From an optimization exercise on the open Yosys and OpenROAD flow, aimed at small area, a short achievable clock period and few clock cycles per item; shortcuts taken in it are not production practice. Where RTL was checked, it was by simulation tests only, not by an equivalence proof against the original. Only the layout flow was run in run 1; the RTL was not checked for function there. The flow treats the clock pin as an ideal source. Dropping or thinning the clock tree relies on that and would not hold on a real chip. Power and IR drop assume default switching activity.

--- flow/run.sh ---
#!/bin/bash
# Layout flow: the standard flow (standard.sh), with
#  - one buf_1 on every input and output port instead of the default port buffer;
#  - the resizer's setup repair asked for extra slack (SETUP_SLACK_MARGIN), so it works on
#    the paths beyond the design's 11 ns constraint; the SDC itself is unchanged.
# Each tool's output goes to the ORFS logs under orfs/logs and to standard.log here.
export BUFFER_PORTS_ARGS="-buffer_cell sky130_fd_sc_hd__buf_1"
export SETUP_SLACK_MARGIN=7.7
bash standard.sh > standard.log 2>&1
--- standard.sh ---
#!/bin/bash
# synth_recipe.tcl (not shown) runs the flow's synth.tcl, then flattens the netlist and writes it again
# the make line also repeats each setting of config.mk as NAME=value (left out here)
make -C /OpenROAD-flow-scripts/flow DESIGN_CONFIG=/design/flow/config.mk WORK_HOME=/design/flow/orfs CLKGATE_MAP_FILE= SYNTH_SCRIPT=/design/flow/synth_recipe.tcl "${@:-finish}"
--- config.mk ---
export PLATFORM = sky130hd
export DESIGN_NAME = tcp_segment_header_parse_check
export DESIGN_NICKNAME = tcp_segment_header_parse_check
export VERILOG_FILES = /design/flow/design.v
export SDC_FILE = /design/flow/constraint.sdc
export NUM_CORES = 4
export LEC_CHECK = 0
export CAP_MARGIN = 20
export CORE_MARGIN = 2
export CORE_UTILIZATION = 40
export SLEW_MARGIN = 20
--- constraint.sdc ---
create_clock -name core_clock -period 11.0 [get_ports {clk}]
set_input_delay 2.2000 -clock core_clock [delete_from_list [all_inputs] [get_ports {clk}]]
set_output_delay 2.2000 -clock core_clock [all_outputs]
set_load 0.01 [all_outputs]
--- design.v ---
`timescale 1ns / 1ps
module tcp_segment_header_parse_check (
  input  logic        clk,
  input  logic        rst_n,
  input  logic        push,
  output logic        full,
  input  logic [7:0]  in_data_byte,
  input  logic        in_last_byte,
  input  logic [31:0] in_src_ip,
  input  logic [31:0] in_dst_ip,
  output logic        empty,
  input  logic        pop,
  output logic [2:0]  out_status,
  output logic [15:0] out_source_port,
  output logic [15:0] out_dest_port,
  output logic [31:0] out_seq_number,
  output logic [31:0] out_ack_number,
  output logic [5:0]  out_header_bytes,
  output logic [7:0]  out_flag_bits,
  output logic [15:0] out_window_size,
  output logic [15:0] out_checksum_field,
  output logic [15:0] out_urgent_pointer,
  output logic [15:0] out_data_length
);
  logic         full_r, calc_r, fill_r, empty_r;
  logic         recv, show;
  logic         take;
  logic [16:0]  count_r;       
  logic         lt20;
  logic [159:0] hdr_r;         
  logic [15:0]  acc_a_r, acc_b_r;    
  logic [15:0]  ip_c_r, ip_d_r;      
  logic [2:0]   status_r;
  assign recv = !full_r;
  assign show = !empty_r;
  assign take = push && recv;
  assign lt20 = (count_r[16:5] == 12'd0) && (count_r[4:0] < 5'd20);
  logic       hdr_en;
  logic [7:0] hdr_in;
  assign hdr_en = lt20 && (take || calc_r || fill_r);
  assign hdr_in = recv ? in_data_byte : 8'h00;
  always_ff @(posedge clk) begin
    if (hdr_en) hdr_r <= {hdr_r[151:0], hdr_in};
  end
  logic        go_fill;
  logic [16:0] count_inc;
  logic [15:0] dlen_nxt;
  assign go_fill   = (count_r < 17'd19);
  assign count_inc = {count_r[16] | (&count_r[15:0]), count_r[15:0] + 16'd1};
  always_ff @(posedge clk) begin
    if (!rst_n || (show && pop)) begin
      count_r <= '0;
    end else if (take || ((calc_r || fill_r) && go_fill)) begin
      count_r <= count_inc;
    end else if (calc_r || fill_r) begin
      count_r <= {1'b0, dlen_nxt};
    end
  end
  logic        even;
  logic [15:0] w;
  logic [15:0] acc_s, acc_m;
  assign even = !count_r[0];
  assign w[15:8] = (take && even) ? in_data_byte : 8'h00;
  assign w[7:0]  = (take && !even) ? in_data_byte
                                   : {6'b0, take && even && !in_last_byte, take && even && in_last_byte};
  assign acc_s = acc_a_r ^ acc_b_r ^ w;
  assign acc_m = (acc_a_r & acc_b_r) | (acc_a_r & w) | (acc_b_r & w);
  always_ff @(posedge clk) begin
    if (!rst_n || show) begin
      acc_a_r <= 16'd6;
      acc_b_r <= 16'd0;
    end else begin
      acc_a_r <= acc_s;
      acc_b_r <= {acc_m[14:0], acc_m[15]};
    end
  end
  logic [15:0] p_s, p_m, p_s2, p_m2;
  assign p_s  = in_src_ip[31:16] ^ in_src_ip[15:0] ^ in_dst_ip[31:16];
  assign p_m  = (in_src_ip[31:16] & in_src_ip[15:0]) | (in_src_ip[31:16] & in_dst_ip[31:16]) |
                (in_src_ip[15:0] & in_dst_ip[31:16]);
  assign p_s2 = p_s ^ {p_m[14:0], p_m[15]} ^ in_dst_ip[15:0];
  assign p_m2 = (p_s & {p_m[14:0], p_m[15]}) | (p_s & in_dst_ip[15:0]) |
                ({p_m[14:0], p_m[15]} & in_dst_ip[15:0]);
  always_ff @(posedge clk) begin
    ip_c_r <= p_s2;
    ip_d_r <= {p_m2[14:0], p_m2[15]};
  end
  logic [15:0] f_s, f_m, f_x, f_y, f_s2, f_m2;
  logic        sum_ok;
  assign f_s  = acc_a_r ^ acc_b_r ^ ip_c_r;
  assign f_m  = (acc_a_r & acc_b_r) | (acc_a_r & ip_c_r) | (acc_b_r & ip_c_r);
  assign f_s2 = f_s ^ {f_m[14:0], f_m[15]} ^ ip_d_r;
  assign f_m2 = (f_s & {f_m[14:0], f_m[15]}) | (f_s & ip_d_r) | ({f_m[14:0], f_m[15]} & ip_d_r);
  assign f_x  = f_s2;
  assign f_y  = {f_m2[14:0], f_m2[15]};
  assign sum_ok = (&(f_x ^ f_y)) || ((~|f_x) && (~|f_y)) || ((&f_x) && (&f_y));
  logic [5:0]  hbytes;
  logic [2:0]  status_nxt;
  logic        bad_off;
  assign hbytes  = {hdr_r[63:60], 2'b00};
  assign bad_off = (hbytes < 6'd20) || ((count_r[16:6] == 11'd0) && (hbytes > count_r[5:0]));
  always_comb begin
    if (lt20)             status_nxt = 3'd1;
    else if (bad_off)     status_nxt = 3'd2;
    else if (count_r[16]) status_nxt = 3'd3;
    else if (!sum_ok)     status_nxt = 3'd4;
    else                  status_nxt = 3'd0;
  end
  assign dlen_nxt = (status_nxt == 3'd0) ? (count_r[15:0] - {10'd0, hbytes}) : 16'd0;
  always_ff @(posedge clk) begin
    if (calc_r) status_r <= status_nxt;
  end
  logic calc_nxt, fill_nxt, show_nxt;
  assign calc_nxt = take && in_last_byte;
  assign fill_nxt = (calc_r || fill_r) && go_fill;
  assign show_nxt = ((calc_r || fill_r) && !go_fill) || (show && !pop);
  always_ff @(posedge clk) begin
    if (!rst_n) begin
      full_r  <= 1'b0;
      calc_r  <= 1'b0;
      fill_r  <= 1'b0;
      empty_r <= 1'b1;
    end else begin
      full_r  <= calc_nxt || fill_nxt || show_nxt;
      calc_r  <= calc_nxt;
      fill_r  <= fill_nxt;
      empty_r <= !show_nxt;
    end
  end
  assign full  = full_r;
  assign empty = empty_r;
  assign out_status         = status_r;
  assign out_source_port    = hdr_r[159 -: 16];
  assign out_dest_port      = hdr_r[143 -: 16];
  assign out_seq_number     = hdr_r[127 -: 32];
  assign out_ack_number     = hdr_r[95 -: 32];
  assign out_header_bytes   = hbytes;
  assign out_flag_bits      = hdr_r[55 -: 8];
  assign out_window_size    = hdr_r[47 -: 16];
  assign out_checksum_field = hdr_r[31 -: 16];
  assign out_urgent_pointer = hdr_r[15 -: 16];
  assign out_data_length    = count_r[15:0];
endmodule
==> flow_summary.json, run 1 <==
{
  "period_share_pct": 30.4,
  "die-area_um2": 30700,
  "async_flop_share_pct": 0,
  "fmax_mhz": 299,
  "switching_share_pct": 29.8,
  "p_per_area_nw_per_um2": 215,
  "critPathBufInv": 1,
  "fill_cells": 2500,
  "yosysUniqueCellTypes": 54,
  "multi_input_area_um2": 3580,
  "p_seq_share_pct": 43.5,
  "path_cells": "buf_6",
  "vias_per_cell": 4.74,
  "syn_inst": 887,
  "tns_ns": 0,
  "grt_max_degree": 81,
  "grt-ovfl-total": 0,
  "cp-start-kind": "register",
  "critical_path.slowest_cell": "edfxtp_1",
  "setup_violations": 0,
  "ys_seq_area_share_pct": 56.2,
  "vias": 7149,
  "worstSkewPairLatency_ns": 0.53,
  "cts_max_path_buffers": 3,
  "regToRegStartpoint": "acc_a_r[13]$_SDFF_PP0_",
  "dp_hpwl_um": 17100,
  "final_common_cell": "edfxtp_1",
  "syn_area_um2": 11700,
  "status": "finished clean",
  "r2r_slack_ns": 7.85,
  "final_max_slew_viol_count": 0,
  "p_leak_nw": 5.83,
  "yosysWarnings": 1,
  "crit_path_end_kind": "output port",
  "layout-drive-gt1-share_pct": 31.0,
  "rsz0062_at_grt": "true",
  "hp-class": "register to register",
  "cts_root_buf": "clkbuf_16",
  "routed_wl_um": 25500,
  "p_sw_mw": 0.900,
  "start_util_pct": 40.8,
  "gp_congestion": 0.914,
  "worstHoldStart": "hdr_r[56]$_DFFE_PP_",
  "drtAntennaViolNets": 0,
  "slew_headroom_pct": 51.0,
  "power_mw": 3.02,
  "cp_top_family": "flip-flops",
  "crit_fanout": 2,
  "irDropWorstVdd_mv": 0.104,
  "wl_per_cell_um": 16.9,
  "io_pins": 256,
  "drtPass1Iterations": 5,
  "ys_seq_elements": 248,
  "synth_edf_count": 163,
  "critical_path_class": "register to output port",
  "drc": 0,
  "die_w_um": 175,
  "cts_tree": "built",
  "ctsHoldBuffers": 0,
  "numPortBuffers": 253,
  "antenna_found_initial": 0,
  "final_hold_viol_count": 0,
  "grt_pass1_vias": 6713,
  "mostFrequentLayoutCells": "edfxtp_1, buf_4, buf_1, clkbuf_2, fa_1",
  "drt_iter0_drc": 464,
  "finalNetCount": 1269,
  "syn_area_per_cell_um2": 13.2,
  "clk_pin_slew_ns": 0.06,
  "cts_sinks": 248,
  "regArea_um2": 6660,
  "pre_cts_slack_ns": 6.80,
  "power.internal_mw": 2.12,
  "synth-main-ff-cell": "edfxtp_1",
  "fp.dieH_um": 175,
  "finalWorstSetupSlack_ns": 7.65,
  "worst_pin_slew_ns": 0.729,
  "grtUsageTotal_pct": 15.3,
  "numCtsBuffers": 28,
  "areaGrowthSynthToFinish_pct": 19.5,
  "comb_power_share_pct": 26.1,
  "maxCapViolations": 0,
  "min_period_ns": 3.35,
  "grt_pass1_wl_um": 36800,
  "finClkSkew_ns": 0.00827,
  "final_util_pct": 48.8,
  "fp.coreArea_um2": 28800,
  "startpoint": "hdr_r[13]$_DFFE_PP_",
  "critPathRequiredTime_ns": 8.80,
  "cts-htree-levels": 1,
  "cp_data_arrival_time_ns": 1.15,
  "p_clk_share_pct": 30.5,
  "diodes": 0,
  "rows": 62,
  "critical-path-max-stage-delay_ns": 0.45
}
## registers in the layout, summed over array words and instances, names as in the netlist
register,cells
fill_r,1
acc_b_r,16
ip_d_r,16
full_r,1
acc_a_r,16
ip_c_r,16
empty_r,1
calc_r,1
count_r,17
status_r,3
hdr_r,160
## cell type report
type | instances | share of cell area [%]
repair buffers | 376 | 15.4
clock buffers | 33 | 5.28
clock inverters | 19 | 1.30
well taps | 384 | 3.42
flip-flops and latches | 248 | 47.5
inverters | 61 | 1.63
multi-input cells | 386 | 25.5
## logic make-up after synthesis
family                     share of synthesized area [%]
DFF                                                 56.2
adders and majority gates                           14.9
xor gates and xnor gates                            1.79
buffers and inverters                               13.9
AOI/OAI and AO/OA                                   3.65
other                                             0.0319
and+or+nand+nor                                     9.43
muxes                                              0.192
## cells in the mapped netlist, types with 10 or more instances
cell / instances / area, um2
a21oi_1: 21 / 105
and3_1: 47 / 294
buf_4: 174 / 1310
clkbuf_1: 15 / 56.3
dfxtp_1: 85 / 1700
edfxtp_1: 163 / 4890
fa_1: 81 / 1620
ha_1: 10 / 125
inv_1: 61 / 229
nand2_1: 35 / 131
nand3_1: 13 / 65.1
nand4_1: 14 / 87.6
nor2_1: 32 / 120
nor2b_1: 12 / 75.1
nor4_1: 16 / 100
xnor2_1: 16 / 140
## timing repair
item | in CTS | in global routing
pin swaps | 1 | 0
cloned | 1 | 3
setup buffers | 57 | 57
endpoints found under the hold margin | 0 | 0
endpoints found under the setup margin | 266 | 321
resized for setup | 85 | 118
## stage by stage
stage / instances / cell area, um2 / hold slack [ns]
after floorplan: 888 / 11800 / 0.400
after global placement: 1337 / 11800 / 0.403
after detailed placement: 1337 / 11800 / 0.406
after CTS: 1447 / 13400 / 0.420
after global routing: 1507 / 14000 / 0.430
final: 1507 / 14000 / 0.422
## final timing paths
path                             endpoint  cells after the start
hold / removal        hdr_r[64]$_DFFE_PP_                      0
setup reg to reg  count_r[0]$_SDFFE_PP0P_                     10
hold reg to reg       hdr_r[64]$_DFFE_PP_                      0
setup / recovery   out_urgent_pointer[13]                      1
## layer usage
layer / vias to the layer above / routed length, um / track usage (%)
li1: 3301 / - / -
met1: 3494 / 10600 / 20.5
met2: 314 / 12200 / 25.2
met3: 40 / 2240 / 3.46
met4: 0 / 414 / 4.06
met5: - / 0 / 0
## power by group through the flow
stage	Sequential [mW]	Clock, mW	Combinational (mW)
finish	1.31	0.921	0.789
global route	1.33	0.986	0.869
CTS	1.31	0.947	0.702
detailed placement	1.35	0	0.620
global placement	1.34	0	0.611
floorplan	1.31	0	0.568
==> inputs of run 2 (changes only) <==
--- a/design.v
+++ b/design.v
@@ -36,10 +36,12 @@
   assign take = push && recv;
   assign lt20 = (count_r[16:5] == 12'd0) && (count_r[4:0] < 5'd20);
-  logic       hdr_en;
   logic [7:0] hdr_in;
-  assign hdr_en = lt20 && (take || calc_r || fill_r);
+  logic       hdr_wr;
+  assign hdr_wr = !show;
   assign hdr_in = recv ? in_data_byte : 8'h00;
-  always_ff @(posedge clk) begin
-    if (hdr_en) hdr_r <= {hdr_r[151:0], hdr_in};
+  for (genvar i = 0; i < 20; i++) begin : g_hdr
+    always_ff @(posedge clk) begin
+      if (hdr_wr && count_r == 17'(i)) hdr_r[159-8*i -: 8] <= hdr_in;
+    end
   end
   logic        go_fill;
==> flow/run.sh (replaced) <==
#!/bin/bash
# Layout flow: the standard flow (standard.sh: ORFS synthesis to final layout), with
#  - one buf_1 on every input and output port instead of ORFS's default port buffer;
#  - clock tree synthesis without dummy loads and with larger sink clusters;
#  - the resizer's setup repair asked for extra slack (SETUP_SLACK_MARGIN), so that it also
#    works on paths that already meet the 11 ns constraint. The SDC itself is unchanged.
# make's output goes to standard.log here; ORFS keeps each step's full log under orfs/logs.
export BUFFER_PORTS_ARGS="-buffer_cell sky130_fd_sc_hd__buf_1"
export CTS_ARGS="-sink_clustering_enable -repair_clock_nets -dont_use_dummy_load -sink_clustering_size 30 -sink_clustering_max_diameter 100"
export SETUP_SLACK_MARGIN=7.7
bash standard.sh > standard.log 2>&1
==> flow_summary.json, run 2 <==
{
  "syn_area_um2": 10900,
  "critical-path-max-stage-delay_ns": 0.43,
  "status": "finished clean",
  "switching_share_pct": 27.9,
  "synth_top_area_share_pct": 44.0,
  "p_sw_mw": 0.542,
  "rows": 60,
  "final_hold_viol_count": 0,
  "vias": 6897,
  "hp-class": "register to register",
  "p_per_area_nw_per_um2": 153,
  "tns_ns": 0,
  "rsz0062_at_grt": "true",
  "finalNetCount": 1188,
  "irDropWorstVdd_mv": 0.0956,
  "finClkSkew_ns": 0.0296,
  "yosysUniqueCellTypes": 69,
  "areaGrowthSynthToFinish_pct": 16.6,
  "critical_path_class": "register to output port",
  "period_share_pct": 29.8,
  "setup_violations": 0,
  "worstSkewPairLatency_ns": 0.48,
  "yosysWarnings": 1,
  "cts_sinks": 244,
  "cp_data_arrival_time_ns": 1.08,
  "power_mw": 1.94,
  "drt_iter0_drc": 595,
  "p_leak_nw": 4.58,
  "p_seq_share_pct": 54.7,
  "yosysMostFrequentCell": "edfxtp_1",
  "top_register": "hdr_r",
  "final_common_cell": "buf_1",
  "top_regs": "hdr_r (156), count_r (17)",
  "fp.dieH_um": 169,
  "synth_area_leader_cell": "edfxtp_1",
  "diodes": 0,
  "ys_seq_elements": 244,
  "vias_per_cell": 5.08,
  "start_util_pct": 40.5,
  "critical_path.slowest_cell": "dfxtp_2",
  "power.internal_mw": 1.40,
  "crit_path_end_kind": "output port",
  "dp_hpwl_um": 19000,
  "antenna_found_initial": 1,
  "min_period_ns": 3.28,
  "cts_tree": "built",
  "holdWs_ns": 0.576,
  "grt-ovfl-total": 0,
  "drtPass1Iterations": 6,
  "synth_edf_count": 159,
  "cp-start-kind": "register",
  "grt_max_degree": 36,
  "gp_congestion": 0.928,
  "drtAntennaViolNets": 0,
  "cts_max_path_buffers": 3,
  "p_clk_share_pct": 23.8,
  "critPathRequiredTime_ns": 8.80,
  "fp.coreArea_um2": 26800,
  "synth_area_leaders": "edfxtp_1, dfxtp_1, fa_1",
  "comb_power_share_pct": 21.4,
  "synthTopCellsByCount": "edfxtp_1, dfxtp_1, fa_1, inv_1, and3_1",
  "pre_cts_slack_ns": 7.04,
  "final_max_slew_viol_count": 0,
  "ys_seq_area_share_pct": 59.7,
  "path_cells": "buf_1",
  "die-area_um2": 28500,
  "clk_pin_slew_ns": 0.11,
  "routed_wl_um": 26400,
  "finalWorstSetupSlack_ns": 7.72,
  "fmax_mhz": 305,
  "cts-htree-levels": 1,
  "syn_inst": 768,
  "layout-drive-gt1-share_pct": 11.0,
  "worst_pin_slew_ns": 1.06,
  "numPortBuffers": 253,
  "cp_top_family": "flip-flops",
  "mostFrequentLayoutCells": "buf_1, edfxtp_1, fa_1, dfxtp_1, inv_1",
  "drc": 0,
  "critPathBufInv": 1,
  "async_flop_share_pct": 0,
  "grtUsageTotal_pct": 18.1,
  "maxCapViolations": 0,
  "wl_per_cell_um": 19.5,
  "grt_pass1_wl_um": 39600,
  "synth-main-ff-cell": "edfxtp_1",
  "r2r_slack_ns": 7.87,
  "io_pins": 256,
  "slew_headroom_pct": 28.9,
  "syn_area_per_cell_um2": 14.1,
  "crit_fanout": 8,
  "largest_register_ffs": 156,
  "numCtsBuffers": 12,
  "fill_cells": 2408,
  "die_w_um": 169,
  "cts_root_buf": "clkbuf_16",
  "ctsHoldBuffers": 0,
  "grt_pass1_vias": 6756
}
## run 2: cell count changes in the layout (fill, tap and decap cells not counted), sizes merged, moves of 7 or more
cell,before,now
clkbuf,134,16
clkinv,11,0
nor4,18,25
nand3,14,24
nor2,33,40
nand2,35,19
## run 2: through the flow
step / util, % / std cells / cell area (um2)
2_1_floorplan: - / 769 / 10900
3_3_place_gp: 44.9 / 1323 / 12000
3_5_place_dp: 44.9 / 1323 / 12000
4_1_cts: 46.6 / 1341 / 12500
5_1_grt: 47.2 / 1357 / 12700
6_report: 47.2 / 1357 / 12700
## run 2: power by group through the flow
stage	clock (mW)	sequential [mW]	combinational (mW)
floorplan	0	1.08	0.280
global placement	0	1.09	0.399
detailed placement	0	1.09	0.403
CTS	0.478	1.06	0.410
global route	0.505	1.07	0.468
finish	0.462	1.06	0.416
## run 2: path summary, 6_finish.rpt
check	start	end	cells after the start
setup / recovery	count_r[5]$_SDFFE_PP0P_	out_data_length[5]	1
hold / removal	count_r[10]$_SDFFE_PP0P_	count_r[10]$_SDFFE_PP0P_	2
setup reg to reg	acc_a_r[6]$_SDFF_PP0_	count_r[8]$_SDFFE_PP0P_	9
hold reg to reg	count_r[10]$_SDFFE_PP0P_	count_r[10]$_SDFFE_PP0P_	2
## run 2: cells by family (layout without fill, tap and decap cells)
kind of cell	after synthesis	count (layout)	share of synthesized area (%)
xor+xnor	18	18	1.45
fa+ha+maj	93	93	16.3
compound gates	78	78	5.37
mux	3	3	0.300
simple gates	221	221	11.8
buf+inv	110	357	5.08
flops	244	244	59.7
other cells	1	2	0.0345
## run 2: area by class of cell
class / instances / area (um2) / area share [%]
flip-flops and latches: 244 / 6530 / 51.6
well taps: 341 / 427 / 3.37
multi-input cells: 415 / 3960 / 31.3
inverters: 63 / 236 / 1.87
repair buffers: 282 / 1210 / 9.54
clock buffers: 12 / 300 / 2.37
## run 2: metal layers
layer  wire length (um)  share of wire [%]  GRT usage (%)
met5                 14              0.053              0
met4                544                2.1           4.35
met3               1710                6.5           2.69
met2              12300                 46           29.8
met1              11900                 45           25.4
## run 2: what timing repair did
item	4_1_cts	5_1_grt
gates cloned	0	1
buffers inserted	6	15
pin swaps	0	1
endpoints found under the setup margin	31	19
resized for setup	39	9
Testbench counts of run 2, summed over its fixed seeds: cycles 59,733, bytes 58,469.
==> inputs of run 3 (changes only) <==
--- a/design.v
+++ b/design.v
@@ -96,5 +96,5 @@
   assign f_x  = f_s2;
   assign f_y  = {f_m2[14:0], f_m2[15]};
-  assign sum_ok = (&(f_x ^ f_y)) || ((~|f_x) && (~|f_y)) || ((&f_x) && (&f_y));
+  assign sum_ok = (&(f_x ^ f_y)) || ((f_x == f_y) && ((&f_x) || !(|f_x)));
   logic [5:0]  hbytes;
   logic [2:0]  status_nxt;
==> flow/run.sh (replaced) <==
#!/bin/bash
# Layout flow: the standard flow (standard.sh: ORFS synthesis to final layout), with
#  - one buf_1 on every input and output port instead of ORFS's default port buffer;
#  - clock tree synthesis without dummy loads, clkbuf_8 leaf buffers in clusters of up to 20
#    sinks, and the H-tree's middle buffer level removed after CTS (flatten_clock.tcl), so
#    every register's clock passes through the root buffer and one leaf buffer;
#  - the resizer's setup repair asked for extra slack (SETUP_SLACK_MARGIN), so that it also
#    works on paths that already meet the 11 ns constraint. The SDC itself is unchanged.
# make's output goes to standard.log here; ORFS keeps each step's full log under orfs/logs.
here=$(pwd)
export BUFFER_PORTS_ARGS="-buffer_cell sky130_fd_sc_hd__buf_1"
export CTS_ARGS="-sink_clustering_enable -repair_clock_nets -dont_use_dummy_load -sink_clustering_size 20 -sink_clustering_max_diameter 60 -buf_list sky130_fd_sc_hd__clkbuf_8 -root_buf sky130_fd_sc_hd__clkbuf_16"
export POST_CTS_TCL="$here/flow/flatten_clock.tcl"
export SETUP_SLACK_MARGIN=7.7
bash standard.sh > standard.log 2>&1
==> flow/flatten_clock.tcl (new file) <==
# Drop the H-tree's middle level of clock buffers, so the root buffer drives the leaf
# buffers directly: every register's clock still passes through exactly two buffers.
set block [ord::get_db_block]
set removed 0
foreach inst [$block getInsts] {
  set name [$inst getName]
  if { ![string match "clkbuf_1_*" $name] } { continue }
  set in_net [[$inst findITerm A] getNet]
  set out_net [[$inst findITerm X] getNet]
  foreach it [$out_net getITerms] {
    if { [$it getInst] != $inst } {
      $it disconnect
      $it connect $in_net
    }
  }
  odb::dbInst_destroy $inst
  odb::dbNet_destroy $out_net
  incr removed
}
puts "flatten_clock: removed $removed middle clock buffers"
estimate_parasitics -placement
--- a/config.mk
+++ b/config.mk
@@ -8,4 +8,4 @@
 export CAP_MARGIN = 20
 export CORE_MARGIN = 2
-export CORE_UTILIZATION = 40
+export CORE_UTILIZATION = 60
 export SLEW_MARGIN = 20
==> flow_summary.json, run 3 <==
{
  "status": "finished clean",
  "grtUsageTotal_pct": 28.0,
  "finClkSkew_ns": 0.0392,
  "grt-ovfl-total": 0,
  "p_clk_share_pct": 19.8,
  "clk_pin_slew_ns": 0.12,
  "drtAntennaViolNets": 0,
  "maxCapViolations": 0,
  "finalNetCount": 1141,
  "worstReg2RegEnd": "count_r[13]$_SDFFE_PP0P_",
  "comb_power_share_pct": 25.3,
  "yosysMostFrequentCell": "edfxtp_1",
  "antenna_found_initial": 0,
  "slew_headroom_pct": 30.0,
  "power.internal_mw": 1.39,
  "syn_inst": 712,
  "p_leak_nw": 4.43,
  "dp_hpwl_um": 17800,
  "irDropWorstVdd_mv": 0.110,
  "fp.coreArea_um2": 17100,
  "p_per_area_nw_per_um2": 159,
  "yosysUniqueCellTypes": 53,
  "hp-class": "register to register",
  "start_util_pct": 60.7,
  "setup_violations": 0,
  "place_area_um2": 11500,
  "cts_sinks": 244,
  "numPortBuffers": 253,
  "synth_area_leader_cell": "edfxtp_1",
  "fp.dieH_um": 136,
  "rsz0062_at_grt": "true",
  "critPathRequiredTime_ns": 11.33,
  "mostFrequentLayoutCells": "buf_1, edfxtp_1, fa_1, dfxtp_1, nor2_1",
  "vias_per_cell": 5.79,
  "worst_pin_slew_ns": 1.05,
  "yosysWarnings": 1,
  "synthTopCellsByCount": "edfxtp_1, dfxtp_1, fa_1, nor2_1, and3_1",
  "async_flop_share_pct": 0,
  "drc": 0,
  "p_seq_share_pct": 54.9,
  "worstHoldStart": "calc_r$_SDFF_PN0_",
  "io_pins": 256,
  "layout-drive-gt1-share_pct": 14.0,
  "min_delay_path_depth": 0,
  "diodes": 0,
  "cp-start-kind": "input pin",
  "p_sw_mw": 0.554,
  "holdWs_ns": 0.556,
  "critical_path_class": "input pin to register",
  "wl_per_cell_um": 21.1,
  "synth_top_area_share_pct": 46.0,
  "vias": 6909,
  "areaGrowthSynthToFinish_pct": 18.0,
  "syn_area_per_cell_um2": 14.6,
  "final_hold_viol_count": 0,
  "regToRegStartpoint": "acc_a_r[5]$_SDFF_PP0_",
  "largest_register_ffs": 156,
  "ys_seq_area_share_pct": 62.3,
  "fill_cells": 1180,
  "critical_path.slowest_cell": "nor2b_2",
  "synth_area_leaders": "edfxtp_1, dfxtp_1, fa_1",
  "grt_pass1_wl_um": 37800,
  "final_max_slew_viol_count": 0,
  "switching_share_pct": 28.5,
  "die-area_um2": 18400,
  "path_cells": "buf_2, nor2b_2, and3_4, fa_1, and3_1",
  "rr_worst_depth": 9,
  "critical-path-max-stage-delay_ns": 0.50,
  "drt_iter0_drc": 502,
  "synth-main-ff-cell": "edfxtp_1",
  "final_common_cell": "buf_1",
  "rows": 48,
  "synth_edf_count": 159,
  "period_share_pct": 30.6,
  "design_area_um2": 12300,
  "ys_seq_elements": 244,
  "final_util_pct": 71.6,
  "crit_fanout": 11,
  "r2r_slack_ns": 7.72,
  "routed_wl_um": 25200,
  "drtPass1Iterations": 5,
  "grt_max_degree": 35,
  "syn_area_um2": 10400,
  "fmax_mhz": 297,
  "worstSkewPairLatency_ns": 0.42,
  "die_w_um": 136,
  "gp_congestion": 0.909,
  "cp_data_arrival_time_ns": 3.69,
  "grt_pass1_vias": 6579,
  "crit_path_end_kind": "register",
  "top_regs": "hdr_r (156), count_r (17)",
  "min_period_ns": 3.36,
  "top_register": "hdr_r",
  "holdPathEnd": "status_r[2]$_DFFE_PP_",
  "tns_ns": 0
}
## run 3: kinds of logic (layout without fill, tap and decap cells)
family	after synthesis	after routing	share of synthesized area [%]
AND/OR/NAND/NOR	216	217	11.1
XOR/XNOR	18	18	1.52
multiplexers	3	3	0.289
adder cells (fa/ha/maj)	93	93	17.1
AO/OA/AOI/OAI	81	81	4.96
buffers and inverters	56	311	2.76
other	1	2	0.0361
flip-flops	244	244	62.3
## run 3: worst max path at each step
| stage | startpoint | to | slack [ns] | cells past startpoint |
|---|---|---|---|---|
| 3_5_place_dp | push | count_r[13]$_SDFFE_PP0P_ | 6.86 | 7 |
| 3_3_place_gp | push | count_r[12]$_SDFFE_PP0P_ | 6.93 | 7 |
| 2_1_floorplan | push | acc_a_r[10]$_SDFF_PP0_ | 7.50 | 6 |
| 5_1_grt | acc_a_r[2]$_SDFF_PP1_ | count_r[11]$_SDFFE_PP0P_ | 7.62 | 10 |
| 6_report | push | acc_a_r[14]$_SDFF_PP0_ | 7.64 | 5 |
## run 3: layout make-up
| cell class | instances | area [um2] | share of cell area [%] |
|---|---|---|---|
| Sequential cell | 244 | 6520 | 53.2 |
| Multi-Input combinational cell | 414 | 3960 | 32.3 |
| Timing Repair Buffer | 281 | 1220 | 9.99 |
| Tap cell | 225 | 282 | 2.30 |
| Clock buffer | 15 | 218 | 1.78 |
| Inverter | 15 | 56.3 | 0.459 |
## run 3: per-layer routing
metal  vias up  GRT usage, %  wire length, um
met5         -             0                0
met4         0          9.38              517
met2       396          44.7            12300
met3        39          5.42             2210
li1       3031             -                -
met1      3443          39.4            10200
## run 3: power by group through the flow
stage	combinational (mW)	clock [mW]	sequential, mW
final	0.491	0.385	1.07
after global routing	0.529	0.422	1.07
after detailed placement	0.390	0	1.09
after global placement	0.379	0	1.09
after floorplan	0.267	0	1.09
## run 3: worst max-delay path, delay by kind of cell
kind                     cells  cell delay (ns)
adder cells (fa/ha/maj)      1             0.42
AND/OR/NAND/NOR              3             0.95
buffers and inverters        1             0.12
## run 3: per-stage QoR
stage	instances	worst slack (ns)	total power [mW]
final	1194	7.64	1.94
after global routing	1194	7.62	2.03
after detailed placement	1157	6.86	1.48
after global placement	1157	6.93	1.47
after floorplan	713	7.50	1.35
Testbench counts of run 3, summed over its fixed seeds: cycles 59,733, bytes 58,469.
==> inputs of run 4 (changes only) <==
--- a/design.v
+++ b/design.v
@@ -96,5 +96,5 @@
   assign f_x  = f_s2;
   assign f_y  = {f_m2[14:0], f_m2[15]};
-  assign sum_ok = (&(f_x ^ f_y)) || ((f_x == f_y) && ((&f_x) || !(|f_x)));
+  assign sum_ok = (&(f_x ^ f_y)) || ((~|f_x) && (~|f_y)) || ((&f_x) && (&f_y));
   logic [5:0]  hbytes;
   logic [2:0]  status_nxt;
==> flow/run.sh (replaced) <==
#!/bin/bash
# Layout flow: the standard flow (standard.sh: ORFS synthesis to final layout), with
#  - one buf_1 on every input and output port instead of ORFS's default port buffer;
#  - clock tree synthesis without dummy loads, clkbuf_8 leaf buffers in clusters of up to 16
#    sinks, and the H-tree's middle buffer level removed after CTS (flatten_clock.tcl), so
#    every register's clock passes through the root buffer and one leaf buffer;
#  - the resizer's setup repair asked for extra slack (SETUP_SLACK_MARGIN), so that it also
#    works on paths that already meet the 11 ns constraint. The SDC itself is unchanged.
# make's output goes to standard.log here; ORFS keeps each step's full log under orfs/logs.
here=$(pwd)
export BUFFER_PORTS_ARGS="-buffer_cell sky130_fd_sc_hd__buf_1"
export CTS_ARGS="-sink_clustering_enable -repair_clock_nets -dont_use_dummy_load -sink_clustering_size 16 -sink_clustering_max_diameter 50 -buf_list sky130_fd_sc_hd__clkbuf_8 -root_buf sky130_fd_sc_hd__clkbuf_16"
export POST_CTS_TCL="$here/flow/flatten_clock.tcl"
export SETUP_SLACK_MARGIN=7.7
bash standard.sh > standard.log 2>&1
==> flow_summary.json, run 4 <==
{
  "mostFrequentLayoutCells": "buf_1, edfxtp_1, fa_1, dfxtp_1, inv_1",
  "p_per_area_nw_per_um2": 154,
  "top_register": "hdr_r",
  "yosysUniqueCellTypes": 69,
  "layout-drive-gt1-share_pct": 10.3,
  "synthMuxAreaShare_pct": 0.300,
  "synth-compound-area-share_pct": 5.37,
  "grt_max_degree": 36,
  "synth_top_family_by_area": "adder cells",
  "tns_ns": 0,
  "post_synth_and_or_nand_nor_area_fraction_pct": 11.8,
  "die-area_um2": 19200,
  "syn_inst": 768,
  "final_util_pct": 69.6,
  "irDropWorstVdd_mv": 0.129,
  "gp_congestion": 0.933,
  "fmax_mhz": 308,
  "largest_register_ffs": 156,
  "synth_area_leaders": "edfxtp_1, dfxtp_1, fa_1",
  "syn_area_per_cell_um2": 14.1,
  "drt_iter0_drc": 639,
  "p_leak_nw": 4.51,
  "clk_pin_slew_ns": 0.09,
  "crit_path_end_kind": "register",
  "cp-start-kind": "input pin",
  "fp.coreArea_um2": 17800,
  "synth_area_leader_cell": "edfxtp_1",
  "setup_violations": 0,
  "areaGrowthSynthToFinish_pct": 14.4,
  "grt_pass1_wl_um": 41400,
  "numPortBuffers": 253,
  "drc": 0,
  "worst_pin_slew_ns": 1.08,
  "die_w_um": 139,
  "hp-class": "register to register",
  "cp_data_arrival_time_ns": 3.58,
  "syn_area_um2": 10900,
  "synthXorXnorAreaFrac_pct": 1.45,
  "io_pins": 256,
  "synth_edf_count": 159,
  "yosysMostFrequentCell": "edfxtp_1",
  "synth-main-ff-cell": "edfxtp_1",
  "synth-adder-area-share_pct": 16.3,
  "synth_top_area_share_pct": 44.0,
  "rsz0062_at_grt": "false",
  "dp_hpwl_um": 19400,
  "grtUsageTotal_pct": 28.7,
  "grt_pass1_vias": 7259,
  "top_regs": "hdr_r (156), count_r (17)",
  "worstSkewPairLatency_ns": 0.43,
  "status": "finished clean",
  "ys_seq_elements": 244,
  "drtPass1Iterations": 8,
  "period_share_pct": 29.5,
  "slew_headroom_pct": 27.6,
  "vias_per_cell": 5.80,
  "synthTopCellsByCount": "edfxtp_1, dfxtp_1, fa_1, inv_1, and3_1",
  "rr_worst_depth": 9,
  "routed_wl_um": 26700,
  "grt-ovfl-total": 0,
  "wl_per_cell_um": 21.4,
  "antenna_found_initial": 0,
  "finClkSkew_ns": 0.0381,
  "final_hold_viol_count": 0,
  "yosysWarnings": 1,
  "drtAntennaViolNets": 0,
  "fp.dieH_um": 139,
  "critical_path_class": "input pin to register",
  "final_max_slew_viol_count": 0,
  "start_util_pct": 60.9,
  "cts_sinks": 244,
  "vias": 7233,
  "maxCapViolations": 0,
  "async_flop_share_pct": 0,
  "ys_seq_area_share_pct": 59.7,
  "min_period_ns": 3.25,
  "crit_fanout": 28,
  "critPathRequiredTime_ns": 11.33,
  "rows": 49,
  "finalNetCount": 1189,
  "min_delay_path_depth": 2,
  "final_common_cell": "buf_1"
}
[run 4: cell types whose count changed in the layout (fill, tap and decap cells not counted), sizes merged, moves of 5 or more]
cell / previous run / this run
nand3: 12 / 24
o21ai: 20 / 11
buf: 280 / 275
and2: 7 / 1
inv: 15 / 63
clkbuf: 15 / 20
and3: 44 / 52
o211ai: 1 / 8
nor2: 47 / 40
nor4: 14 / 25
nand2: 34 / 19
[run 4: through the flow]
step                power [mW]  instance area (um2)  hold WS (ns)  setup WS (ns)  instances
detailed placement        1.49                11900         0.563           7.04       1212
global placement          1.48                11900         0.553           6.87       1211
global route              2.01                12400         0.587           7.70       1246
finish                    1.91                12400         0.573           7.75       1248
floorplan                 1.36                10900         0.504           7.40        769
[run 4: where the power goes]
group	leakage, nW	switching (mW)	internal, mW
clock	0.149	0.267	0.170
combinational	2.21	0.245	0.168
sequential	2.16	0.0303	1.03
[run 4: final cells by class]
| type | instances | area (um2) |
|---|---|---|
| antenna | 2 | 5.00 |
| fill | 1285 | 5430 |
| timing repair buffer | 275 | 1120 |
| tap | 229 | 287 |
| sequential | 244 | 6520 |
| multi-input combinational | 415 | 3960 |
| inverter | 63 | 236 |
| clock buffer | 20 | 287 |
[run 4: per-layer routing]
layer / wire, um / GRT usage, %
met5: 0 / 0
met3: 2460 / 7.59
met2: 13300 / 47.4
met4: 604 / 11.0
met1: 10300 / 37.0
[run 4: cells by family after synthesis]
kind of cell / after synthesis
AND/OR/NAND/NOR: 221
XOR/XNOR: 18
multiplexers: 3
flip-flops: 244
buffers and inverters: 110
AO/OA/AOI/OAI: 78
adder cells (fa/ha/maj): 93
other: 1
[run 4: critical path, cell delays in order]
cell	delay, ns
buf_1	0.09
nor2b_2	0.17
buf_8	0.23
and3_4	0.22
fa_2	0.43
or2_4	0.23
[run 4: final timing paths]
path | startpoint | to | slack (ns)
max | push | acc_a_r[2]$_SDFF_PP1_ | 7.75
min | count_r[5]$_SDFFE_PP0P_ | count_r[5]$_SDFFE_PP0P_ | 0.57
max reg2reg | acc_a_r[3]$_SDFF_PP0_ | count_r[9]$_SDFFE_PP0P_ | 7.82
min reg2reg | count_r[5]$_SDFFE_PP0P_ | count_r[5]$_SDFFE_PP0P_ | 0.57
Testbench counts of run 4, summed over its fixed seeds: cycles 59,733, bytes 58,469.
==> inputs of run 5 (changes only) <==
--- a/design.v
+++ b/design.v
@@ -23,20 +23,22 @@
   output logic [15:0] out_data_length
 );
-  logic         full_r, calc_r, fill_r, empty_r;
+  logic         full_r, calc_r, fill_r, zap_r, empty_r;
   logic         recv, show;
   logic         take;
-  logic [16:0]  count_r;       
-  logic         lt20;
+  logic [16:0]  count_r;
+  logic         past20_r;
+  logic         long_r;
   logic [159:0] hdr_r;         
   logic [15:0]  acc_a_r, acc_b_r;    
   logic [15:0]  ip_c_r, ip_d_r;      
   logic [2:0]   status_r;
-  assign recv = !full_r;
-  assign show = !empty_r;
-  assign take = push && recv;
-  assign lt20 = (count_r[16:5] == 12'd0) && (count_r[4:0] < 5'd20);
+  logic [5:0]   hbytes;
+  assign recv   = !full_r;
+  assign show   = !empty_r;
+  assign take   = push && recv;
+  assign hbytes = {hdr_r[63:60], 2'b00};
   logic [7:0] hdr_in;
   logic       hdr_wr;
-  assign hdr_wr = !show;
+  assign hdr_wr = !show && !past20_r;
   assign hdr_in = recv ? in_data_byte : 8'h00;
   for (genvar i = 0; i < 20; i++) begin : g_hdr
@@ -45,16 +47,27 @@
     end
   end
+  logic        at19;
   logic        go_fill;
-  logic [16:0] count_inc;
-  logic [15:0] dlen_nxt;
-  assign go_fill   = (count_r < 17'd19);
-  assign count_inc = {count_r[16] | (&count_r[15:0]), count_r[15:0] + 16'd1};
+  logic        long_now;
+  logic        pre_ok;
+  assign at19    = !past20_r && (count_r == 17'd19);
+  assign go_fill = !past20_r && (count_r < 17'd19);
+  assign long_now = long_r || (past20_r && !count_r[16] && (&count_r[15:6]) &&
+                               ({1'b0, count_r[5:2]} + {1'b0, hbytes[5:2]} >= 5'd16));
   always_ff @(posedge clk) begin
     if (!rst_n || (show && pop)) begin
-      count_r <= '0;
-    end else if (take || ((calc_r || fill_r) && go_fill)) begin
-      count_r <= count_inc;
-    end else if (calc_r || fill_r) begin
-      count_r <= {1'b0, dlen_nxt};
+      count_r  <= '0;
+      past20_r <= 1'b0;
+      long_r   <= 1'b0;
+    end else begin
+      long_r <= long_now;
+      if (take && at19) begin
+        count_r  <= 17'd20 - {11'd0, hbytes};
+        past20_r <= 1'b1;
+      end else if (take || ((calc_r || fill_r) && go_fill)) begin
+        count_r <= count_r + 17'd1;
+      end else if (((calc_r || fill_r) && !pre_ok) || zap_r) begin
+        count_r <= '0;
+      end
     end
   end
@@ -96,25 +109,24 @@
   assign f_x  = f_s2;
   assign f_y  = {f_m2[14:0], f_m2[15]};
-  assign sum_ok = (&(f_x ^ f_y)) || ((~|f_x) && (~|f_y)) || ((&f_x) && (&f_y));
-  logic [5:0]  hbytes;
-  logic [2:0]  status_nxt;
-  logic        bad_off;
-  assign hbytes  = {hdr_r[63:60], 2'b00};
-  assign bad_off = (hbytes < 6'd20) || ((count_r[16:6] == 11'd0) && (hbytes > count_r[5:0]));
+  assign sum_ok = (&(f_x ^ f_y)) || ((f_x == f_y) && ((&f_x) || !(|f_x)));
+  logic [2:0] status_nxt;
+  logic       bad_off;
+  assign bad_off = (hbytes < 6'd20) || (count_r[16] && !long_now);
   always_comb begin
-    if (lt20)             status_nxt = 3'd1;
-    else if (bad_off)     status_nxt = 3'd2;
-    else if (count_r[16]) status_nxt = 3'd3;
-    else if (!sum_ok)     status_nxt = 3'd4;
-    else                  status_nxt = 3'd0;
+    if (!past20_r)    status_nxt = 3'd1;
+    else if (bad_off) status_nxt = 3'd2;
+    else if (long_now) status_nxt = 3'd3;
+    else if (!sum_ok) status_nxt = 3'd4;
+    else              status_nxt = 3'd0;
   end
-  assign dlen_nxt = (status_nxt == 3'd0) ? (count_r[15:0] - {10'd0, hbytes}) : 16'd0;
+  assign pre_ok = past20_r && !bad_off && !long_now;
   always_ff @(posedge clk) begin
     if (calc_r) status_r <= status_nxt;
   end
-  logic calc_nxt, fill_nxt, show_nxt;
+  logic calc_nxt, fill_nxt, zap_nxt, show_nxt;
   assign calc_nxt = take && in_last_byte;
   assign fill_nxt = (calc_r || fill_r) && go_fill;
-  assign show_nxt = ((calc_r || fill_r) && !go_fill) || (show && !pop);
+  assign zap_nxt  = calc_r && pre_ok && !sum_ok;
+  assign show_nxt = ((calc_r || fill_r) && !go_fill && !zap_nxt) || zap_r || (show && !pop);
   always_ff @(posedge clk) begin
     if (!rst_n) begin
@@ -122,9 +134,11 @@
       calc_r  <= 1'b0;
       fill_r  <= 1'b0;
+      zap_r   <= 1'b0;
       empty_r <= 1'b1;
     end else begin
-      full_r  <= calc_nxt || fill_nxt || show_nxt;
+      full_r  <= calc_nxt || fill_nxt || zap_nxt || show_nxt;
       calc_r  <= calc_nxt;
       fill_r  <= fill_nxt;
+      zap_r   <= zap_nxt;
       empty_r <= !show_nxt;
     end
==> flow_summary.json, run 5 <==
{
  "status": "finished clean",
  "slew_headroom_pct": 38.1,
  "start_util_pct": 61.8,
  "ys_seq_area_share_pct": 63.3,
  "yosysWarnings": 1,
  "wl_per_cell_um": 20.3,
  "vias": 6609,
  "top_register": "hdr_r",
  "synth_area_leader_cell": "edfxtp_1",
  "worstSkewPairLatency_ns": 0.43,
  "rows": 47,
  "period_share_pct": 30.4,
  "fp.dieH_um": 135,
  "synthTopCellsByCount": "edfxtp_1, dfxtp_1, fa_1, nor2_1, inv_1",
  "diodes": 0,
  "cp-start-kind": "input pin",
  "yosysUniqueCellTypes": 71,
  "maxCapViolations": 0,
  "yosysMostFrequentCell": "edfxtp_1",
  "syn_area_um2": 10300,
  "drtAntennaViolNets": 0,
  "final_max_slew_viol_count": 0,
  "p_per_area_nw_per_um2": 155,
  "synth-main-ff-cell": "edfxtp_1",
  "synth_top_area_share_pct": 46.2,
  "dp.cells": 1141,
  "dp_hpwl_um": 17700,
  "gp_congestion": 0.856,
  "crit_fanout": 6,
  "clk_pin_slew_ns": 0.06,
  "setup_violations": 0,
  "hp-class": "register to register",
  "layout-drive-gt1-share_pct": 9.38,
  "grt-ovfl-total": 0,
  "fmax_mhz": 299,
  "mostFrequentLayoutCells": "buf_1, edfxtp_1, fa_1, dfxtp_1, nor2_1",
  "synth_area_leaders": "edfxtp_1, dfxtp_1, fa_1",
  "grtUsageTotal_pct": 27.5,
  "syn_inst": 697,
  "irDropWorstVdd_mv": 0.109,
  "rsz0062_at_grt": "true",
  "worst_pin_slew_ns": 0.925,
  "finalNetCount": 1128,
  "cts_sinks": 247,
  "syn_area_per_cell_um2": 14.8,
  "critPathRequiredTime_ns": 11.29,
  "p_leak_nw": 4.05,
  "drtPass1Iterations": 5,
  "final_util_pct": 71.6,
  "final_common_cell": "buf_1",
  "top_regs": "hdr_r (156), count_r (17)",
  "numPortBuffers": 253,
  "die_w_um": 135,
  "routed_wl_um": 24000,
  "min_period_ns": 3.35,
  "fp.coreArea_um2": 16700,
  "final_hold_viol_count": 0,
  "die-area_um2": 18300,
  "drc": 0,
  "cp_data_arrival_time_ns": 3.64,
  "instances_no_fill": 1179,
  "grt_pass1_vias": 6552,
  "crit_path_end_kind": "register",
  "async_flop_share_pct": 0,
  "drt_iter0_drc": 567,
  "largest_register_ffs": 156,
  "finClkSkew_ns": 0.0308,
  "grt_pass1_wl_um": 36700,
  "critical_path_class": "input pin to register",
  "synth_edf_count": 159,
  "vias_per_cell": 5.61,
  "ys_seq_elements": 247,
  "areaGrowthSynthToFinish_pct": 15.7,
  "io_pins": 256,
  "tns_ns": 0,
  "grt_max_degree": 29,
  "antenna_found_initial": 0
}
-- run 5: cell count changes in the layout (fill, tap and decap cells not counted), sizes merged, moves of 7 or more --
cell | previous run | this run
and3 | 52 | 9
inv | 63 | 47
nand2 | 19 | 40
nand3 | 24 | 11
nor2 | 40 | 65
nor4 | 25 | 11
o211ai | 8 | 1
-- run 5: critical path: stages --
cell	delay (ns)
buf_6	0.07
nor2b_4	0.16
nand4_1	0.16
or3_4	0.45
and2_4	0.20
a32o_1	0.23
a31o_1	0.18
-- run 5: cells by family after synthesis --
kind of cell | share of synthesized area (%)
compound gates | 4.99
xor+xnor | 1.36
fa+ha+maj | 16.7
buf+inv | 3.76
flops | 63.3
mux | 0.206
other cells | 0.0363
simple gates | 9.63
-- run 5: cell type report --
type | instances | area [um2]
inverters | 47 | 176
repair buffers | 274 | 1130
clock buffers | 20 | 287
flip-flops and latches | 247 | 6570
multi-input cells | 371 | 3510
well taps | 220 | 275
fillers | 1166 | 4750
-- run 5: worst paths after layout --
kind | from | end | slack [ns] | cells after the start
min | empty_r$_SDFF_PN1_ | acc_a_r[1]$_SDFF_PP1_ | 0.50 | 1
max | push | count_r[8]$_SDFFE_PP0P_ | 7.65 | 7
max reg2reg | acc_a_r[8]$_SDFF_PP0_ | zap_r$_SDFF_PN0_ | 7.97 | 8
min reg2reg | empty_r$_SDFF_PN1_ | acc_a_r[1]$_SDFF_PP1_ | 0.50 | 1
-- run 5: stage by stage --
stage | hold slack, ns | total power, mW | instance area [um2] | worst slack [ns]
final | 0.498 | 1.86 | 12000 | 7.65
after detailed placement | 0.486 | 1.44 | 11400 | 6.89
after global placement | 0.487 | 1.43 | 11400 | 7.08
after floorplan | 0.455 | 1.33 | 10400 | 7.34
after global routing | 0.515 | 1.96 | 12000 | 7.60
-- run 5: where the power goes --
part	internal [mW]	leakage, nW	switching, mW	total, mW
Combinational	0.150	1.73	0.205	0.355
Clock	0.170	0.149	0.262	0.432
Sequential	1.04	2.18	0.0307	1.07
-- run 5: layer usage --
| metal | track usage (%) | wire, um | share of wire, % | vias to the layer above |
|---|---|---|---|---|
| li1 | - | - | - | 2937 |
| met1 | 37.7 | 9680 | 40 | 3288 |
| met2 | 45.5 | 12000 | 50 | 348 |
| met3 | 6.92 | 1930 | 8.1 | 36 |
| met4 | 6.13 | 358 | 1.5 | 0 |
| met5 | 0 | 0 | 0 | - |
Testbench counts of run 5, summed over its fixed seeds: cycles 60,017, bytes 58,469.
==> inputs of run 6 (changes only) <==
--- a/design.v
+++ b/design.v
@@ -55,19 +55,23 @@
   assign long_now = long_r || (past20_r && !count_r[16] && (&count_r[15:6]) &&
                                ({1'b0, count_r[5:2]} + {1'b0, hbytes[5:2]} >= 5'd16));
+  logic [16:0] count_step, count_idle;
+  assign count_step = at19 ? (17'd20 - {11'd0, hbytes}) : (count_r + 17'd1);
+  always_comb begin
+    if (show && pop)                                      count_idle = '0;
+    else if ((calc_r || fill_r) && go_fill)               count_idle = count_r + 17'd1;
+    else if (((calc_r || fill_r) && !pre_ok) || zap_r)    count_idle = '0;
+    else                                                  count_idle = count_r;
+  end
+  always_ff @(posedge clk) begin
+    if (!rst_n) count_r <= '0;
+    else        count_r <= take ? count_step : count_idle;
+  end
   always_ff @(posedge clk) begin
     if (!rst_n || (show && pop)) begin
-      count_r  <= '0;
       past20_r <= 1'b0;
       long_r   <= 1'b0;
     end else begin
       long_r <= long_now;
-      if (take && at19) begin
-        count_r  <= 17'd20 - {11'd0, hbytes};
-        past20_r <= 1'b1;
-      end else if (take || ((calc_r || fill_r) && go_fill)) begin
-        count_r <= count_r + 17'd1;
-      end else if (((calc_r || fill_r) && !pre_ok) || zap_r) begin
-        count_r <= '0;
-      end
+      if (take && at19) past20_r <= 1'b1;
     end
   end
==> flow_summary.json, run 6 <==
{
  "synth_top_family_by_area": "adder cells",
  "rsz0062_at_grt": "true",
  "gp_congestion": 0.875,
  "start_util_pct": 61.5,
  "ys_seq_elements": 247,
  "final_hold_viol_count": 0,
  "synth_top_area_share_pct": 46.8,
  "fill_cells": 1197,
  "drt_iter0_drc": 418,
  "setup_violations": 0,
  "crit_top_cell": "nand2_4",
  "antenna_found_initial": 0,
  "regToRegStartpoint": "acc_a_r[3]$_SDFF_PP0_",
  "wl_per_cell_um": 20.2,
  "fp.dieH_um": 134,
  "drtAntennaViolNets": 0,
  "vias_per_cell": 5.55,
  "syn_area_um2": 10200,
  "top_register": "hdr_r",
  "critical_path_class": "input pin to register",
  "diodes": 0,
  "finalNetCount": 1124,
  "mostFrequentLayoutCells": "buf_1, edfxtp_1, fa_1, dfxtp_1, nor2_1",
  "areaGrowthSynthToFinish_pct": 15.3,
  "worstHoldStart": "long_r$_SDFF_PP0_",
  "largest_register_ffs": 156,
  "path_cells": "buf_1, nand2b_4, nand2_4, or4_4, nand2_4, o31ai_1, a211oi_1",
  "syn_area_per_cell_um2": 14.6,
  "synthXorXnorAreaFrac_pct": 1.37,
  "grt-ovfl-total": 0,
  "instances_no_fill": 1175,
  "layout-drive-gt1-share_pct": 7.85,
  "synth-adder-area-share_pct": 16.9,
  "tns_ns": 0,
  "grtUsageTotal_pct": 27.8,
  "p_seq_share_pct": 57.5,
  "synth_area_leader_cell": "edfxtp_1",
  "synth_edf_count": 159,
  "fmax_mhz": 306,
  "drtPass1Iterations": 4,
  "syn_inst": 698,
  "cp_top_family": "simple AND/OR/NAND/NOR gates",
  "grt_max_degree": 29,
  "final_common_cell": "buf_1",
  "period_share_pct": 29.7,
  "routed_wl_um": 23700,
  "drc": 0,
  "worst_pin_slew_ns": 1.04,
  "slew_headroom_pct": 29.8,
  "cp-start-kind": "input pin",
  "fp.coreArea_um2": 16600,
  "p_per_area_nw_per_um2": 158,
  "worstSkewPairLatency_ns": 0.43,
  "clk_pin_slew_ns": 0.07,
  "p_leak_nw": 4.01,
  "dp.cells": 1141,
  "async_flop_share_pct": 0,
  "crit_path_end_kind": "register",
  "irDropWorstVdd_mv": 0.127,
  "vias": 6517,
  "die-area_um2": 18100,
  "finClkSkew_ns": 0.0410,
  "startpoint": "push",
  "synth-main-ff-cell": "edfxtp_1",
  "yosysWarnings": 1,
  "critPathRequiredTime_ns": 11.32,
  "min_period_ns": 3.27,
  "grt_pass1_wl_um": 36700,
  "hp-class": "register to register",
  "status": "finished clean",
  "synthTopCellsByCount": "edfxtp_1, dfxtp_1, fa_1, nor2_1, inv_1",
  "yosysUniqueCellTypes": 53,
  "numPortBuffers": 253,
  "io_pins": 256,
  "critical_path.slowest_cell": "or4_4",
  "post_synth_and_or_nand_nor_area_fraction_pct": 9.62,
  "comb_power_share_pct": 19.4,
  "power.internal_mw": 1.35,
  "rows": 47,
  "dp_hpwl_um": 17500,
  "ys_seq_area_share_pct": 64.1,
  "switching_share_pct": 27.4,
  "yosysMostFrequentCell": "edfxtp_1",
  "final_max_slew_viol_count": 0,
  "synth_area_leaders": "edfxtp_1, dfxtp_1, fa_1",
  "grt_pass1_vias": 6615,
  "die_w_um": 134,
  "p_sw_mw": 0.507,
  "critical-path-max-stage-delay_ns": 0.48,
  "cp_data_arrival_time_ns": 3.59,
  "p_clk_share_pct": 23.1,
  "synthMuxAreaShare_pct": 0.110,
  "top_regs": "hdr_r (156), count_r (17)",
  "crit_fanout": 12,
  "synth-compound-area-share_pct": 4.21,
  "critPathBufInv": 1,
  "cts_sinks": 247,
  "maxCapViolations": 0
}
## run 6: cell count changes after synthesis, sizes merged, moves of 5 or more
cell	previous run	this run
xnor2	14	2
nor3	10	17
nor2b	5	10
xor2	2	14
a211oi	2	10
clkbuf	9	14
## run 6: cell families (layout without fill, tap and decap cells)
family	after synthesis	after routing
flops	247	247
simple gates	200	200
fa+ha+maj	90	90
buf+inv	78	334
compound gates	65	65
xor+xnor	16	16
other cells	1	2
mux	1	1
## run 6: per-stage QoR
step | power (mW) | hold WS, ns | util (%) | setup WS, ns | area [um2]
3_5_place_dp | 1.44 | 0.500 | 68.2 | 7.05 | 11300
3_3_place_gp | 1.44 | 0.494 | 68.2 | 7.20 | 11300
5_1_grt | 1.94 | 0.583 | 70.9 | 7.69 | 11800
6_report | 1.85 | 0.516 | 70.9 | 7.73 | 11800
2_1_floorplan | 1.32 | 0.467 | - | 7.63 | 10300
## run 6: area by class of cell
type | instances | area (um2) | area share (%)
Inverter | 44 | 165 | 1.41
Timing Repair Buffer | 270 | 1080 | 9.18
Clock buffer | 20 | 287 | 2.44
Tap cell | 220 | 275 | 2.34
Sequential cell | 247 | 6560 | 55.8
Multi-Input combinational cell | 374 | 3390 | 28.8
## run 6: power by group through the flow
| stage | logic (mW) | clock network (mW) | registers [mW] |
|---|---|---|---|
| final | 0.359 | 0.428 | 1.07 |
| after global routing | 0.402 | 0.471 | 1.07 |
| after floorplan | 0.234 | 0 | 1.09 |
| after global placement | 0.350 | 0 | 1.09 |
| after detailed placement | 0.354 | 0 | 1.09 |
## run 6: final timing paths
kind / cells past startpoint / slack, ns / end
setup / recovery: 7 / 7.73 / count_r[12]$_SDFFE_PN0P_
hold / removal: 2 / 0.52 / long_r$_SDFF_PP0_
setup reg to reg: 7 / 8.08 / empty_r$_SDFF_PN1_
hold reg to reg: 2 / 0.52 / long_r$_SDFF_PP0_
## run 6: routing by layer
metal	GRT usage, %	vias to the layer above	wire length (um)
li1	-	2919	-
met3	5.56	33	1700
met4	10.6	0	535
met2	46.1	307	11800
met1	36.8	3258	9690
met5	0	-	0
## run 6: worst reg2reg max path: cells and delay by family, from the launching register on
| family | cells | cell delay (ns) |
|---|---|---|
| XOR/XNOR | 1 | 0.31 |
| AND/OR/NAND/NOR | 3 | 0.74 |
| AO/OA/AOI/OAI | 1 | 0.28 |
| adder cells (fa/ha/maj) | 2 | 1.14 |
| flip-flops | 1 | 0.34 |
Testbench counts of run 6, summed over its fixed seeds: cycles 60,017, bytes 58,469.
==> inputs of run 7 (changes only) <==
--- a/design.v
+++ b/design.v
@@ -44,5 +44,5 @@
   for (genvar i = 0; i < 20; i++) begin : g_hdr
     always_ff @(posedge clk) begin
-      if (hdr_wr && count_r == 17'(i)) hdr_r[159-8*i -: 8] <= hdr_in;
+      if (hdr_wr && count_r[4:0] == 5'(i)) hdr_r[159-8*i -: 8] <= hdr_in;
     end
   end
@@ -51,6 +51,6 @@
   logic        long_now;
   logic        pre_ok;
-  assign at19    = !past20_r && (count_r == 17'd19);
-  assign go_fill = !past20_r && (count_r < 17'd19);
+  assign at19    = !past20_r && (count_r[4:0] == 5'd19);
+  assign go_fill = !past20_r && (count_r[4:0] < 5'd19);
   assign long_now = long_r || (past20_r && !count_r[16] && (&count_r[15:6]) &&
                                ({1'b0, count_r[5:2]} + {1'b0, hbytes[5:2]} >= 5'd16));
==> flow_summary.json, run 7 <==
{
  "period_share_pct": 29.6,
  "tns_ns": 0,
  "grt_pass1_vias": 6337,
  "topRoutingLayerUsed": "met4",
  "vias_per_cell": 5.44,
  "setup_violations": 0,
  "mostFrequentLayoutCells": "buf_1, edfxtp_1, dfxtp_1, fa_1, nor2_1",
  "synth_top_area_share_pct": 47.0,
  "areaGrowthSynthToFinish_pct": 16.2,
  "maxCapViolations": 0,
  "syn_area_per_cell_um2": 15.0,
  "layout-drive-gt1-share_pct": 8.32,
  "largest_register_ffs": 156,
  "wl_per_cell_um": 19.7,
  "worstSkewPairLatency_ns": 0.44,
  "top_regs": "hdr_r (156), count_r (17)",
  "fmax_mhz": 307,
  "cp_data_arrival_time_ns": 3.55,
  "diodes": 0,
  "top_register": "hdr_r",
  "critical_path_class": "input pin to register",
  "vias": 6361,
  "finalNetCount": 1119,
  "synth-main-ff-cell": "edfxtp_1",
  "grt-ovfl-total": 0,
  "finalWorstSetupSlack_ns": 7.74,
  "dp_hpwl_um": 16600,
  "route.met2.wl_um": 11600,
  "numPortBuffers": 253,
  "cts_sinks": 247,
  "drtAntennaViolNets": 0,
  "async_flop_share_pct": 0,
  "p_per_area_nw_per_um2": 157,
  "start_util_pct": 61.3,
  "pre_cts_slack_ns": 7.09,
  "routed_wl_um": 23000,
  "final_hold_viol_count": 0,
  "grt_max_degree": 30,
  "final_common_cell": "buf_1",
  "rows": 47,
  "critPathRequiredTime_ns": 11.29,
  "clk_pin_slew_ns": 0.07,
  "antenna_found_initial": 0,
  "grtUsageTotal_pct": 26.6,
  "drt_iter0_drc": 447,
  "synth_area_leaders": "edfxtp_1, dfxtp_1, fa_1",
  "drc": 0,
  "synthTopCellsByCount": "edfxtp_1, dfxtp_1, fa_1, nor2_1, inv_1",
  "yosysUniqueCellTypes": 54,
  "syn_inst": 679,
  "fp.dieH_um": 134,
  "slew_headroom_pct": 27.6,
  "final_util_pct": 71.2,
  "min_period_ns": 3.26,
  "die_w_um": 134,
  "irDropWorstVdd_mv": 0.107,
  "synth_area_leader_cell": "edfxtp_1",
  "die-area_um2": 18000,
  "crit_fanout": 8,
  "instances_no_fill": 1169,
  "fp.coreArea_um2": 16600,
  "r2r_slack_ns": 8.07,
  "met3_length_um": 1580,
  "io_pins": 256,
  "worst_pin_slew_ns": 1.08,
  "crit_path_end_kind": "register",
  "synth_edf_count": 159,
  "gp_congestion": 0.869,
  "cp-start-kind": "input pin",
  "yosysWarnings": 1,
  "final_max_slew_viol_count": 0,
  "power_mw": 1.85,
  "fill_cells": 1233,
  "drtPass1Iterations": 5,
  "finClkSkew_ns": 0.0334,
  "ys_seq_elements": 247,
  "rsz0062_at_grt": "false",
  "status": "finished clean",
  "route.layer.met1.wl_um": 9300,
  "syn_area_um2": 10200,
  "hp-class": "register to register",
  "ys_seq_area_share_pct": 64.3,
  "yosysMostFrequentCell": "edfxtp_1",
  "dp.cells": 1126,
  "grt_pass1_wl_um": 35100,
  "p_leak_nw": 4.12
}
[run 7: cell count changes after synthesis, moves of 5 or more]
cell,change
a31oi_1,+5
nand2_1,-10
nor2b_1,+7
and3_1,+6
a211oi_1,-6
nand3_1,-6
a21boi_0,+5
nor3_1,-9
[run 7: critical path: stages]
cell      delay (ns)
buf_1           0.18
nand2b_4        0.08
nand3b_1        0.16
nor4_4          0.08
a21o_2          0.30
or2_4           0.27
o221a_1         0.27
[run 7: per-stage QoR]
step,instance area (um2),hold WS [ns]
3_5_place_dp,11300,0.539
6_report,11800,0.505
5_1_grt,11800,0.515
3_3_place_gp,11300,0.499
2_1_floorplan,10200,0.477
[run 7: area by class of cell]
type	count	area, um2	area share (%)
Inverter	45	169	1.43
Clock buffer	21	300	2.54
Timing Repair Buffer	280	1150	9.76
Tap cell	220	275	2.33
Multi-Input combinational cell	356	3350	28.4
Sequential cell	247	6560	55.6
[run 7: layer usage]
layer | GRT usage [%] | up-vias
li1 | - | 2860
met1 | 34.9 | 3175
met2 | 44.5 | 290
met3 | 5.82 | 36
met4 | 9.12 | 0
met5 | 0 | -
[run 7: logic make-up after synthesis]
kind of cell | count (synthesis) | synth area share, %
xor gates and xnor gates | 19 | 1.64
muxes | 1 | 0.111
DFF | 247 | 64.3
and+or+nand+nor | 184 | 9.28
other | 1 | 0.0369
adders and majority gates | 91 | 17.1
buffers and inverters | 79 | 3.67
AOI/OAI and AO/OA | 57 | 3.85
[run 7: worst paths after layout]
path,startpoint,endpoint,cells past startpoint
hold / removal,empty_r$_SDFF_PN1_,acc_a_r[2]$_SDFF_PP1_,1
setup reg to reg,acc_a_r[15]$_SDFF_PP0_,empty_r$_SDFF_PN1_,8
setup / recovery,pop,count_r[13]$_SDFFE_PN0P_,7
hold reg to reg,empty_r$_SDFF_PN1_,acc_a_r[2]$_SDFF_PP1_,1
[run 7: power breakdown]
group / total (mW) / switching (mW) / internal (mW)
combinational: 0.343 / 0.206 / 0.138
sequential: 1.06 / 0.0257 / 1.04
clock: 0.444 / 0.266 / 0.178
total: 1.85 / 0.497 / 1.35
Testbench counts of run 7, summed over its fixed seeds: cycles 60,017, bytes 58,469.

[re-timing with driven ports]
The flow's constraints put no driver on any port. The routed layouts listed below were extracted and timed again, unchanged, in two steps. Step 1 assumes that a clkbuf_16 drives the clock port and a buf_2 every other input. Step 2 moves the port delays by t, midway between the first and last clock arrival at a register: inputs arrive t later, outputs are due t later. That takes back most of the time a late clock gives input paths. Three values: no drivers, after step 1, after step 2; two values: the first two.
run | t (ns) | setup slack, ns | worst hold slack (ns)
run 1 | 0.575 | 7.651 / 7.603 / 7.172 | 0.422 / 0.422 / 0.422
run 2 | 0.514 | 7.719 / 7.672 / 7.271 | 0.576 / 0.576 / 0.576
run 3 | 0.449 | 7.635 / 7.644 / 7.195 | 0.556 / 0.556 / 0.556
run 4 | 0.459 | 7.751 / 7.720 / 7.317 | 0.573 / 0.573 / 0.573
run 5 | 0.452 | 7.652 / 7.634 / 7.182 | 0.498 / 0.498 / 0.498
run 6 | 0.458 | 7.731 / 7.708 / 7.294 | 0.516 / 0.516 / 0.516
run 7 | 0.460 | 7.739 / 7.730 / 7.278 | 0.505 / 0.505 / 0.505
After both steps setup and hold are still met in every run listed. The setup slack of run 1, which loses most, moves by -0.048 ns with the drivers and by -0.479 ns with both steps.
